From an optimization exercise on the open Yosys and OpenROAD flow, aimed at small area, a short achievable clock period and few clock cycles; shortcuts taken in it are not production practice.
No functional check of the RTL was part of any run shown here.
No activity file was given, so power comes from the tool's default toggle rates.

## flow/constraint.sdc

```tcl
create_clock -name core_clock -period 8.0 [get_ports {clk}]
set_input_delay 1.6000 -clock core_clock [delete_from_list [all_inputs] [get_ports {clk}]]
set_output_delay 1.6000 -clock core_clock [all_outputs]
set_load 0.01 [all_outputs]
```

## flow/flow/run.sh

```bash
#!/bin/bash
# The standard layout (the standard.sh, all steps through finish), with
# the port buffers that placement inserts made of sky130_fd_sc_hd__buf_2
# cells instead of the buffer_ports default. Every port still gets its own
# buffer. make's full output goes to layout.log in the work folder; ORFS's
# per-step logs stay under orfs/logs/.
set -euo pipefail
bash standard.sh "BUFFER_PORTS_ARGS=-buffer_cell sky130_fd_sc_hd__buf_2" finish > layout.log 2>&1
```

## flow/design.v

```verilog
`timescale 1ns / 1ps
`default_nettype none
package dcpa_pkg;
    localparam int MassW      = 16;
    localparam int SumW       = 24;
    localparam int CountW     = 8;
    localparam int TimeW      = 32;
    localparam int MaxSamples = 255;
    localparam int DivCycles    = MassW / 2;
    localparam int StepW        = $clog2(DivCycles);
    localparam logic [1:0] RegWakeInterval = 2'd0;
    localparam logic [1:0] RegWarmupDelay  = 2'd1;
    localparam logic [1:0] RegReadWindow   = 2'd2;
    localparam logic [TimeW-1:0] WakeIntervalRst = 32'd300000;
    localparam logic [TimeW-1:0] WarmupDelayRst  = 32'd30000;
    localparam logic [TimeW-1:0] ReadWindowRst   = 32'd10000;
endpackage
`default_nettype wire
`timescale 1ns / 1ps
`default_nettype none
module dcpa_lane
(
    input  wire logic                        clk,
    input  wire logic                        rst_n,
    input  wire logic                        accum,
    input  wire logic                        div_step,
    input  wire logic                        div_last,
    input  wire logic [dcpa_pkg::MassW-1:0]  mass,
    input  wire logic [dcpa_pkg::CountW-1:0] divisor,
    input  wire logic [dcpa_pkg::CountW+1:0] divisor3,
    output logic      [dcpa_pkg::MassW-1:0]  avg
);
    localparam int MW = dcpa_pkg::MassW;
    localparam int CW = dcpa_pkg::CountW;
    localparam int SW = dcpa_pkg::SumW;
    logic [SW-1:0] sum_reg;
    logic [SW-1:0] div_next;
    logic [MW-1:0] avg_reg;
    logic [CW+1:0] shifted;
    logic [CW+2:0] diff1;
    logic [CW+2:0] diff2;
    logic [CW+2:0] diff3;
    logic [CW-1:0] rem_next;
    logic [1:0]    qbits;
    assign shifted = sum_reg[SW-1:MW-2];
    assign diff1   = {1'b0, shifted} - {3'b0, divisor};
    assign diff2   = {1'b0, shifted} - {2'b0, divisor, 1'b0};
    assign diff3   = {1'b0, shifted} - {1'b0, divisor3};
    always_comb
    begin
        if (!diff3[CW+2])
        begin
            qbits    = 2'd3;
            rem_next = diff3[CW-1:0];
        end
        else if (!diff2[CW+2])
        begin
            qbits    = 2'd2;
            rem_next = diff2[CW-1:0];
        end
        else if (!diff1[CW+2])
        begin
            qbits    = 2'd1;
            rem_next = diff1[CW-1:0];
        end
        else
        begin
            qbits    = 2'd0;
            rem_next = shifted[CW-1:0];
        end
    end
    assign div_next = {rem_next, sum_reg[MW-3:0], qbits};
    always_ff @(posedge clk or negedge rst_n)
    begin
        if (!rst_n)
        begin
            sum_reg <= '0;
            avg_reg <= '0;
        end
        else if (div_step)
        begin
            sum_reg <= div_last ? '0 : div_next;
            if (div_last)
            begin
                avg_reg <= div_next[MW-1:0];
            end
        end
        else if (accum)
        begin
            sum_reg <= sum_reg + SW'(mass);
        end
    end
    assign avg = avg_reg;
endmodule
`default_nettype wire
`timescale 1ns / 1ps
`default_nettype none
module dcpa_ctrl
(
    input  wire logic                        clk,
    input  wire logic                        rst_n,
    input  wire logic                        in_valid,
    output logic                             in_ready,
    input  wire logic [dcpa_pkg::TimeW-1:0]  now_ms,
    input  wire logic                        first_tick,
    input  wire logic                        reading_valid,
    input  wire logic [dcpa_pkg::TimeW-1:0]  wake_interval_ms,
    input  wire logic [dcpa_pkg::TimeW-1:0]  warmup_delay_ms,
    input  wire logic [dcpa_pkg::TimeW-1:0]  read_window_ms,
    input  wire logic                        out_ready,
    output logic                             out_valid,
    output logic                             accum,
    output logic                             div_step,
    output logic                             div_last,
    output logic                             enable,
    output logic                             published,
    output logic      [dcpa_pkg::CountW-1:0] count,
    output logic      [dcpa_pkg::CountW-1:0] divisor,
    output logic      [dcpa_pkg::CountW+1:0] divisor3
);
    localparam int TW = dcpa_pkg::TimeW;
    localparam int CW = dcpa_pkg::CountW;
    logic              t_valid;
    logic [TW-1:0]     t_now;
    logic              t_first;
    logic              t_rv;
    logic [TW-1:0]     t_elapsed;
    logic              stale_reg;
    logic [TW-1:0]     wake_time_reg;
    logic              enable_reg;
    logic              done_reg;
    logic [CW-1:0]     count_reg;
    logic              busy_reg;
    logic [dcpa_pkg::StepW-1:0] step_reg;
    logic              pend_reg;
    logic              out_valid_reg;
    logic [CW-1:0]     out_count_reg;
    logic              out_pub_reg;
    logic              out_enable_reg;
    logic [TW-1:0]     elapsed_src;
    logic [TW-1:0]     elapsed_new;
    logic [TW:0]       window_end_reg;
    logic              ge_window_end;
    logic [CW-1:0]     count_inc;
    logic              warmup_zero;
    logic              window_zero;
    logic              wake;
    logic              close;
    logic              publish;
    logic              in_window;
    logic              take;
    logic              fire;
    logic              last;
    logic              taken;
    logic              out_free;
    logic              enable_next;
    logic [CW-1:0]     count_next;
    logic              ready_reg;
    logic              held_reg;
    logic [CW+1:0]     divisor3_reg;
    logic [CW+1:0]     divisor3_next;
    logic              t_valid_next;
    logic              stale_next;
    logic              busy_next;
    logic              pend_next;
    assign fire     = t_valid && !busy_reg && !pend_reg && !stale_reg;
    assign in_ready = ready_reg;
    assign taken    = out_valid_reg && out_ready;
    assign out_free = !out_valid_reg || out_ready;
    assign elapsed_src = held_reg ? t_now : now_ms;
    assign elapsed_new = elapsed_src - wake_time_reg;
    always_ff @(posedge clk)
    begin
        window_end_reg <= {1'b0, warmup_delay_ms} + {1'b0, read_window_ms};
    end
    assign ge_window_end = ({1'b0, t_elapsed} >= window_end_reg);
    assign warmup_zero   = (warmup_delay_ms == '0);
    assign window_zero   = (read_window_ms == '0);
    assign wake       = t_first || (t_elapsed >= wake_interval_ms);
    assign close      = !wake && ge_window_end && !done_reg;
    assign publish    = close && (count_reg != '0);
    assign in_window  = wake ? (warmup_zero && !window_zero)
                             : ((t_elapsed >= warmup_delay_ms) && !ge_window_end);
    assign take       = t_rv && in_window && (count_reg != CW'(dcpa_pkg::MaxSamples));
    assign last       = (step_reg == dcpa_pkg::StepW'(dcpa_pkg::DivCycles - 1));
    assign enable_next = wake || (enable_reg && !close);
    assign count_inc   = count_reg + 1'b1;
    assign count_next  = take ? count_inc : count_reg;
    assign divisor3_next = take ? (divisor3_reg + (CW+2)'(3)) : divisor3_reg;
    assign accum    = fire && take;
    assign div_step = (busy_reg && (!last || out_free)) || (fire && publish);
    assign div_last = last;
    assign t_valid_next = in_ready ? in_valid : t_valid;
    assign stale_next   = fire && wake && in_valid;
    assign busy_next    = fire ? publish : (busy_reg && !(div_step && last));
    assign pend_next    = (fire && !publish && !out_free) || (pend_reg && !out_ready);
    always_ff @(posedge clk or negedge rst_n)
    begin
        if (!rst_n)
        begin
            t_valid   <= 1'b0;
            ready_reg <= 1'b1;
            held_reg  <= 1'b0;
        end
        else
        begin
            t_valid   <= t_valid_next;
            ready_reg <= !t_valid_next || (!busy_next && !pend_next && !stale_next);
            held_reg  <= t_valid_next && (busy_next || pend_next || stale_next);
        end
    end
    always_ff @(posedge clk)
    begin
        if (in_ready)
        begin
            t_now   <= now_ms;
            t_first <= first_tick;
            t_rv    <= reading_valid;
        end
        t_elapsed <= elapsed_new;
    end
    always_ff @(posedge clk or negedge rst_n)
    begin
        if (!rst_n)
        begin
            wake_time_reg  <= '0;
            enable_reg     <= 1'b0;
            done_reg       <= 1'b0;
            count_reg      <= '0;
            divisor3_reg   <= '0;
            busy_reg       <= 1'b0;
            step_reg       <= '0;
            pend_reg       <= 1'b0;
            stale_reg      <= 1'b0;
            out_valid_reg  <= 1'b0;
            out_count_reg  <= '0;
            out_pub_reg    <= 1'b0;
            out_enable_reg <= 1'b0;
        end
        else
        begin
            if (taken)
            begin
                out_valid_reg <= 1'b0;
            end
            stale_reg <= stale_next;
            if (fire)
            begin
                if (wake)
                begin
                    wake_time_reg <= t_now;
                end
                enable_reg <= enable_next;
                done_reg   <= !wake && (done_reg || close);
                count_reg  <= count_next;
                divisor3_reg <= divisor3_next;
                busy_reg   <= publish;
                if (!publish)
                begin
                    if (out_free)
                    begin
                        out_valid_reg  <= 1'b1;
                        out_count_reg  <= count_next;
                        out_pub_reg    <= 1'b0;
                        out_enable_reg <= enable_next;
                    end
                    else
                    begin
                        pend_reg <= 1'b1;
                    end
                end
            end
            if (pend_reg && out_ready)
            begin
                pend_reg       <= 1'b0;
                out_valid_reg  <= 1'b1;
                out_count_reg  <= count_reg;
                out_pub_reg    <= 1'b0;
                out_enable_reg <= enable_reg;
            end
            if (div_step)
            begin
                step_reg <= step_reg + 1'b1;
                if (last)
                begin
                    busy_reg       <= 1'b0;
                    count_reg      <= '0;
                    divisor3_reg   <= '0;
                    out_valid_reg  <= 1'b1;
                    out_count_reg  <= '0;
                    out_pub_reg    <= 1'b1;
                    out_enable_reg <= enable_reg;
                end
            end
        end
    end
    assign out_valid = out_valid_reg;
    assign enable    = out_enable_reg;
    assign published = out_pub_reg;
    assign count     = out_count_reg;
    assign divisor   = count_reg;
    assign divisor3  = divisor3_reg;
endmodule
`default_nettype wire
`timescale 1ns / 1ps
`default_nettype none
module duty_cycled_particle_averager
(
    input  wire logic        clk,
    input  wire logic        rst_n,
    input  wire logic        s_tvalid,
    output logic             s_tready,
    input  wire logic [87:0] s_tdata,
    output logic             m_tvalid,
    input  wire logic        m_tready,
    output logic      [63:0] m_tdata,
    input  wire logic        psel,
    input  wire logic        penable,
    input  wire logic        pwrite,
    input  wire logic [3:0]  paddr,
    input  wire logic [31:0] pwdata,
    output logic      [31:0] prdata,
    output logic             pready
);
    localparam int MW = dcpa_pkg::MassW;
    logic [dcpa_pkg::TimeW-1:0] wake_interval_reg;
    logic [dcpa_pkg::TimeW-1:0] warmup_delay_reg;
    logic [dcpa_pkg::TimeW-1:0] read_window_reg;
    logic [1:0]       rsel_reg;
    logic             pready_reg;
    logic [2:0]       wsel_reg;
    logic             accum;
    logic             div_step;
    logic             div_last;
    logic             enable;
    logic             published;
    logic [dcpa_pkg::CountW-1:0] count;
    logic [dcpa_pkg::CountW-1:0] divisor;
    logic [dcpa_pkg::CountW+1:0] divisor3;
    logic [MW-1:0]    mass_pm1;
    logic [MW-1:0]    mass_pm25;
    logic [MW-1:0]    mass_pm10;
    logic [MW-1:0]    avg_pm1;
    logic [MW-1:0]    avg_pm25;
    logic [MW-1:0]    avg_pm10;
    always_ff @(posedge clk or negedge rst_n)
    begin
        if (!rst_n)
        begin
            wake_interval_reg <= dcpa_pkg::WakeIntervalRst;
            warmup_delay_reg  <= dcpa_pkg::WarmupDelayRst;
            read_window_reg   <= dcpa_pkg::ReadWindowRst;
            pready_reg        <= 1'b0;
            wsel_reg          <= '0;
        end
        else
        begin
            pready_reg <= psel && penable && !pready_reg;
            wsel_reg   <= '0;
            if (psel && penable && pwrite && !pready_reg)
            begin
                case (paddr[3:2])
                    dcpa_pkg::RegWakeInterval: wsel_reg <= 3'b001;
                    dcpa_pkg::RegWarmupDelay:  wsel_reg <= 3'b010;
                    dcpa_pkg::RegReadWindow:   wsel_reg <= 3'b100;
                    default: ;
                endcase
            end
            if (wsel_reg[0])
            begin
                wake_interval_reg <= pwdata;
            end
            if (wsel_reg[1])
            begin
                warmup_delay_reg <= pwdata;
            end
            if (wsel_reg[2])
            begin
                read_window_reg <= pwdata;
            end
        end
    end
    always_ff @(posedge clk)
    begin
        rsel_reg <= paddr[3:2];
    end
    always_comb
    begin
        case (rsel_reg)
            dcpa_pkg::RegWakeInterval: prdata = wake_interval_reg;
            dcpa_pkg::RegWarmupDelay:  prdata = warmup_delay_reg;
            dcpa_pkg::RegReadWindow:   prdata = read_window_reg;
            default:                   prdata = '0;
        endcase
    end
    assign pready = pready_reg;
    dcpa_ctrl u_ctrl (
        .clk              (clk),
        .rst_n            (rst_n),
        .in_valid         (s_tvalid),
        .in_ready         (s_tready),
        .now_ms           (s_tdata[31:0]),
        .first_tick       (s_tdata[32]),
        .reading_valid    (s_tdata[33]),
        .wake_interval_ms (wake_interval_reg),
        .warmup_delay_ms  (warmup_delay_reg),
        .read_window_ms   (read_window_reg),
        .out_ready        (m_tready),
        .out_valid        (m_tvalid),
        .accum            (accum),
        .div_step         (div_step),
        .div_last         (div_last),
        .enable           (enable),
        .published        (published),
        .count            (count),
        .divisor          (divisor),
        .divisor3         (divisor3)
    );
    always_ff @(posedge clk)
    begin
        if (s_tready)
        begin
            mass_pm1  <= s_tdata[49:34];
            mass_pm25 <= s_tdata[65:50];
            mass_pm10 <= s_tdata[81:66];
        end
    end
    dcpa_lane u_lane_pm1 (
        .clk      (clk),
        .rst_n    (rst_n),
        .accum    (accum),
        .div_step (div_step),
        .div_last (div_last),
        .mass     (mass_pm1),
        .divisor  (divisor),
        .divisor3 (divisor3),
        .avg      (avg_pm1)
    );
    dcpa_lane u_lane_pm25 (
        .clk      (clk),
        .rst_n    (rst_n),
        .accum    (accum),
        .div_step (div_step),
        .div_last (div_last),
        .mass     (mass_pm25),
        .divisor  (divisor),
        .divisor3 (divisor3),
        .avg      (avg_pm25)
    );
    dcpa_lane u_lane_pm10 (
        .clk      (clk),
        .rst_n    (rst_n),
        .accum    (accum),
        .div_step (div_step),
        .div_last (div_last),
        .mass     (mass_pm10),
        .divisor  (divisor),
        .divisor3 (divisor3),
        .avg      (avg_pm10)
    );
    assign m_tdata = {6'd0, count, avg_pm10, avg_pm25, avg_pm1, published, enable};
endmodule
`default_nettype wire
```

## flow/standard.sh

```bash
#!/bin/bash
# synth_recipe.tcl (not shown) runs the flow's synth.tcl, then flattens the netlist and writes it again
# the make line also repeats each setting of config.mk as NAME=value (left out here)
make -C /OpenROAD-flow-scripts/flow DESIGN_CONFIG=/design/flow/config.mk WORK_HOME=/design/flow/orfs CLKGATE_MAP_FILE= SYNTH_SCRIPT=/design/flow/synth_recipe.tcl "${@:-finish}"
```

## flow/config.mk

```make
export PLATFORM = sky130hd
export DESIGN_NAME = duty_cycled_particle_averager
export DESIGN_NICKNAME = duty_cycled_particle_averager
export VERILOG_FILES = /design/flow/design.v
export SDC_FILE = /design/flow/constraint.sdc
export NUM_CORES = 4
export LEC_CHECK = 0
export ABC_AREA = 1
export CAP_MARGIN = 20
export CORE_MARGIN = 2
export CORE_UTILIZATION = 60
export SETUP_SLACK_MARGIN = 4.3
export SLEW_MARGIN = 20
```

==> notes.md, run 1 <==
WL/cell slightly below 20 µm; Placed Area 0.0305 mm²; R2R depth 19; final WL just under 90,000 µm; Synth top cells by count 828 x nand2_1, 493 x inv_1, 294 x o21ai_0; Layout area overhead 12.5%; crit share post-route between 40 and 50%; Reg clk slew, reported paths 0.06 ns; GR Util All Layers 34.5%; Initial Util about three fifths; vias per cell just under 6; row count 80; DR pass1 iterations 7; Core ar. around 0.048 mm²; Synth Instances between 3,000 and 4,000; max reg flops 33; TritonCTS clock tree done; Seq pwr share ~26%; number of antenna violations at the first check in global routing 11; Fin Clk Skew roughly 0.045 ns; register bit total from synthesis roughly 440; power density cells between 400 and 500 mW/mm²; Primary FF master, synth dfrtp_1; vias in the first global route 25,000; gpl congestion ~0.99; Crit Path Max Fanout 32; Mapped Area around 0.029 mm²; Final min period between 3 and 4 ns; Yosys top cell area share 23.3%; Root Buffer clkbuf_16; largest net degree at the start of global routing around 160; VDD IR max approximately 0.38 mV; Leak between 15 and 20 nW; arrival time of the worst setup path between 2 and 2.5 ns; crit path launch type register; gr ovfl total 0; count of cell types in the netlist 62; asr flop ratio synth between 60% and 70%; Slew HR between 30 and 40%; Residual DRC 0; DIE WIDTH between 200 and 250 µm; most frequent cell after synthesis nand2_1; fmax about 270 MHz; Die Area between 0.05 and 0.06 mm²; Synth Area per Inst between 7 and 8 µm²; clock tree buffer depth 3; Place WS around 3.2 ns; drt first-iter violations 2,649; Final Instance Area 0.0327 mm²; Die Ht between 200 and 250 µm; worst setup margin around 4.2 ns; sw frac between 40% and 50%; combinational fraction of design power between 50% and 60%; max_cap viols 0; Cell Int Power slightly above 8 mW; setup violators final 0; final setup TNS 0 ns; nets@finish roughly 4,300; actual slew at the worst max-slew pin ~1.0 ns; area leader, netlist dfrtp_1; first-pass GRT wire length about 140,000 µm; RSZ-0062 raised after global routing true; CP Class reg2out; CP required between 6 and 7 ns; layout cells sized above 1 under 10%; # port buffers around 220; P_sw between 7 and 8 mW; synth top area cells dfrtp_1 23%, ha_1 12%, nand2_1 11%; ANT nets after route 0; clock latency (worst-skew pair) roughly 0.62 ns; max-slew violations 0; number of buffers created by CTS 50; HPWL Detailed ~64,000 µm; outcome finished clean; Final Power about 16 mW; IO Pins 230; clock sink count 441; class of the worst hold path reg2reg; Hold Fails Final Rpt 0; sequential share of the synthesized area 38.3%; H-tree levels 2; clock power share between 15 and 20%; number of flops mapped to enable cells by yosys 82; warnings from Yosys 3; Vias 26,500; worst hold stages 1; crit path capture type output port
==> layout make-up <==
type,instances,area (µm²)
fill,4007,15000
sequential,441,11200
multi-input combinational,2603,15700
tap,615,769
antenna,6,15.0
inverter,502,1900
timing repair buffer,234,1380
clock inverter,26,400
clock buffer,67,1410
==> cells in the final DEF, fill, tap and decap left out, drive strengths merged, types with 95 or more instances in the layout <==
cell,instances
a21oi,278
nand3,95
ha,290
nand2,832
xor2,114
inv,501
nor2,202
o21ai,367
dfrtp,271
buf,231
==> power groups by stage <==
| stage | sequential (mW) | clock (mW) | combinational, mW |
|---|---|---|---|
| 2_1_floorplan | 3.84 | 0 | 6.71 |
| 3_3_place_gp | 4.04 | 0 | 8.64 |
| 3_5_place_dp | 4.07 | 0 | 8.91 |
| 4_1_cts | 4.04 | 2.55 | 9.11 |
| 5_1_grt | 4.15 | 2.63 | 10.5 |
| 6_report | 4.08 | 2.52 | 9.38 |
==> routing by layer <==
| layer | up-vias | part of all wire (%) | global-route usage, % |
|---|---|---|---|
| li1 | 12700 | - | - |
| met1 | 12500 | 45 | 50.8 |
| met2 | 1163 | 43 | 51.2 |
| met3 | 161 | 9.9 | 7.12 |
| met4 | 12 | 2.5 | 10.2 |
| met5 | - | 0.094 | 0 |
==> critical path: stages, from the launching register on <==
cell and delay [ns]:
dfxtp_1 0.42, or2_4 0.55, o221ai_2 0.31, buf_2 0.22
==> per-stage QoR <==
step / hold slack [ns] / std cells / util, %
after floorplan: 0.446 / 3650 / -
after global placement: 0.421 / 4387 / 63.9
after detailed placement: 0.426 / 4387 / 63.9
after CTS: 0.434 / 4482 / 68.1
after global routing: 0.465 / 4492 / 68.5
final: 0.433 / 4494 / 68.5
==> kinds of logic (layout without fill, tap and decap cells) <==
group                      Yosys count  in the layout  synth area share [%]
and+or+nand+nor                   1259           1259                  18.0
AOI/OAI and AO/OA                  867            867                  16.9
buffers and inverters              606            829                  8.30
DFF                                441            441                  38.3
adders and majority gates          304            304                  13.4
xor gates and xnor gates           164            164                  4.94
muxes                                3              3                 0.108
other                                1             12                0.0129
==> worst paths after layout <==
| kind | from | to | slack, ns |
|---|---|---|---|
| worst max-delay path | rsel_reg[0] | prdata[24] | 4.24 |
| worst min-delay path | pready_reg | pready_reg | 0.43 |
| worst max register to register | wake_interval_reg[5] | u_lane_pm25.sum_reg[19] | 4.50 |
| worst min register to register | pready_reg | pready_reg | 0.43 |
| max in group asynchronous | rst_n | u_ctrl.held_reg | 5.57 |
| min in group asynchronous | rst_n | read_window_reg[5] | 0.91 |
==> timing repair <==
item                                    4_1_cts  5_1_grt
gates resized for setup                      23       24
hold endpoints to repair                      0        0
hold buffers                                  0        0
endpoints found under the setup margin      185      153
pin swaps                                     0        2
setup buffers                                 0        4
cloned                                        2        2
==> inputs of run 2 (changes only) <==
==> flow/run.sh (new file) <==
#!/bin/bash
# synth_recipe.tcl (not shown) runs the flow's synth.tcl, then flattens the netlist and writes it again
# the make line also repeats each setting of config.mk as NAME=value (left out here)
make -C /OpenROAD-flow-scripts/flow DESIGN_CONFIG=/design/flow/config.mk WORK_HOME=/design/flow/orfs CLKGATE_MAP_FILE= SYNTH_SCRIPT=/design/flow/synth_recipe.tcl finish
--- a/flow/config.mk
+++ b/flow/config.mk
@@ -9,5 +9,7 @@
 export CAP_MARGIN = 20
 export CORE_MARGIN = 2
 export CORE_UTILIZATION = 60
+export CTS_CLUSTER_DIAMETER = 80
+export CTS_CLUSTER_SIZE = 30
 export SETUP_SLACK_MARGIN = 4.3
 export SLEW_MARGIN = 20
removed: flow/flow/run.sh
removed: flow/standard.sh
==> notes.md, run 2 <==
sequential share of the synthesized area about two fifths; max-slew violations 0; main combinational cell family by area after synthesis simple AND/OR/NAND/NOR gates; placed insts 4,386; max_cap viols 0; Vias ~27,000; warnings from Yosys 3; Fillers about 3,800; count of cell types in the netlist 62; Die Area between 0.05 and 0.06 mm²; ANT nets after route 0; crit share post-route 47.3%; CP required 6.40 ns; CP most frequent cell buf_6; post-synthesis adder-cell area fraction roughly 13%; Synth top cells by count 828 x nand2_1, 493 x inv_1, 294 x o21ai_0; asr flop ratio synth 66.2%; layout cells sized above 1 6.49%; synth top area cells dfrtp_1 23%, ha_1 12%, nand2_1 11%; number of buffers created by CTS 30; Primary FF master, synth dfrtp_1; number of flops mapped to enable cells by yosys 82; Placed Area 0.0316 mm²; Synth Area per Inst around 8 µm²; gr ovfl total 0; CP bufs+invs 4; vias in the first global route 25,300; row count 80; number of antenna violations at the first check in global routing 6; Fin Clk Skew between 0.03 and 0.04 ns; # port buffers 215; Yosys top cell area share a little under a quarter; drt first-iter violations around 2,700; WL/cell between 15 and 20 µm; n_diodes 0; power density cells 461 mW/mm²; Residual DRC 0; VDD IR max approximately 0.27 mV; Reg clk slew, reported paths around 0.11 ns; Hold Fails Final Rpt 0; most frequent cell after synthesis nand2_1; crit-path max cell delay 0.38 ns; gpl congestion between 1 and 1.5; arrival time of the worst setup path ~2.2 ns; outcome finished clean; final setup TNS 0 ns; Core ar. 0.0477 mm²; synthesized-area fraction occupied by and/or/nand/nor cells between 15 and 20%; CP Class reg2out; Synth Instances around 3,600; HPWL Detailed 63,400 µm; commonest non-fill, non-tap cell in the layout nand2_1; GR Util All Layers a little over a third; class of the worst hold path reg2reg; setup violators final 0; critical path's top delay family buffers and inverters; Slew HR a little under a third; Non-Filler Instances roughly 4,500; H-tree levels 1; Die Ht 224 µm; DR pass1 iterations 6; Synth Area in XOR/XNOR between 4 and 5%; post-synthesis mux area share less than 1%; crit path capture type output port; Root Buffer clkbuf_16; final WL 88,400 µm; IO Pins 230; nets@finish approximately 4,300; Layout area overhead 15.7%; crit path launch type register; TritonCTS clock tree done; crit-path cells clkinvlp_4, buf_6, or2_4, buf_6, o221ai_4, buf_2; area leader, netlist dfrtp_1; first-pass GRT wire length 137,000 µm; clock sink count between 400 and 500; Final min period about 3.8 ns; register bit total from synthesis 441; clock latency (worst-skew pair) roughly 0.63 ns; Crit Path Max Fanout 6; fmax 264 MHz; most frequent cells in the layout 822 x nand2_1, 492 x inv_1, 291 x o21ai_0, 289 x ha_1, 275 x a21oi_1; clock tree buffer depth 3; Crit-path slowest cell dfxtp_4; Synth Area in Compound Gates between 15 and 20%; vias per cell slightly below 6; RSZ-0062 raised after global routing true; largest net degree at the start of global routing ~160; Leak 15.9 nW; DIE WIDTH about 220 µm; Final Instance Area between 0.03 and 0.04 mm²; Mapped Area 0.0291 mm²; actual slew at the worst max-slew pin 1.03 ns; max reg flops 33; Initial Util 60.9%
==> run 2: stage by stage <==
step	worst slack (ns)	utilization, %	power, mW	hold slack (ns)
6_report	4.22	70.4	15.5	0.443
3_5_place_dp	3.39	66.2	13.1	0.430
4_1_cts	4.16	69.9	15.2	0.444
2_1_floorplan	4.30	-	10.5	0.446
3_3_place_gp	3.29	66.2	12.8	0.425
5_1_grt	4.17	70.4	16.8	0.461
==> run 2: layout make-up <==
| cell class | count | area [µm²] | share of cell area (%) |
|---|---|---|---|
| clock buffers | 32 | 779 | 2.32 |
| multi-input cells | 2607 | 16000 | 47.7 |
| clock inverters | 24 | 434 | 1.29 |
| inverters | 502 | 1900 | 5.65 |
| repair buffers | 263 | 2560 | 7.62 |
| well taps | 615 | 769 | 2.29 |
| flip-flops and latches | 441 | 11200 | 33.2 |
==> run 2: routing by layer <==
metal,track usage (%),wire length [µm],vias to the layer above
li1,-,-,12600
met1,50.8,38800,12700
met2,51.8,37400,1236
met3,7.21,9150,207
met4,10.5,2930,12
met5,0,81,-
==> run 2: path summary, 6_finish.rpt <==
kind,start,end,slack [ns],cells after the start
worst max-delay path,rsel_reg[1],prdata[24],4.22,6
worst min-delay path,pready_reg,pready_reg,0.44,1
worst max register to register,u_lane_pm25.sum_reg[17],u_lane_pm25.sum_reg[1],4.45,11
worst min register to register,pready_reg,pready_reg,0.44,1
max in group asynchronous,rst_n,warmup_delay_reg[26],5.69,2
min in group asynchronous,rst_n,warmup_delay_reg[6],0.87,1
==> run 2: cell families after synthesis <==
logic type	Yosys count
other	1
buffers and inverters	606
multiplexers	3
AO/OA/AOI/OAI	867
XOR/XNOR	164
flip-flops	441
adder cells (fa/ha/maj)	304
AND/OR/NAND/NOR	1259
==> run 2: worst reg2reg max path: cells and delay by family, from the launching register on <==
family                     cells  cell delay, ns
DFF                            1            0.61
AOI/OAI and AO/OA              5            1.13
buffers and inverters          1            0.42
and+or+nand+nor                4            0.89
adders and majority gates      1            0.37
==> run 2: where the power goes <==
group	internal (mW)	switching, mW	total (mW)
clock	0.843	1.02	1.87
sequential	3.24	0.838	4.07
combinational	3.65	5.93	9.58
total	7.73	7.79	15.5
==> run 2: repair_timing <==
item | CTS | global route
resized for setup | 192 | 45
hold buffers | 0 | 0
endpoints found under the hold margin | 0 | 0
setup buffers | 26 | 9
gates cloned | 5 | 1
pin swaps | 10 | 11
setup endpoints to repair | 141 | 159

## what the ideal ports hide
The flow's constraints put no driver on any port. The routed layouts listed below were extracted and timed again, unchanged, in two steps. Step 1, drivers: a clkbuf_16 drives clk and a buf_2 each remaining input, both assumed. Step 2 times the ports against the registers' clock, not the clock port: input delays grow and output delays shrink by t, the midpoint of the rising clock arrivals with the driver on. Slacks: no drivers / after step 1 / after step 2; pairs: no drivers / after step 1.
run | t, ns | setup WS [ns] | hold WS [ns] | clock arrival spread, ns | worst data-port slew with drivers (ns)
run 1 | 0.657 | 4.242 / 4.180 / 3.893 | 0.433 / 0.433 / 0.433 | 0.045 / 0.045 | 0.10
run 2 | 0.667 | 4.216 / 4.157 / 3.775 | 0.443 / 0.443 / 0.443 | 0.035 / 0.035 | 0.10
After both steps every run listed still meets setup and hold. For run 2, which loses most, drivers alone change the setup slack by -0.059 ns; drivers and shift together by -0.441 ns.
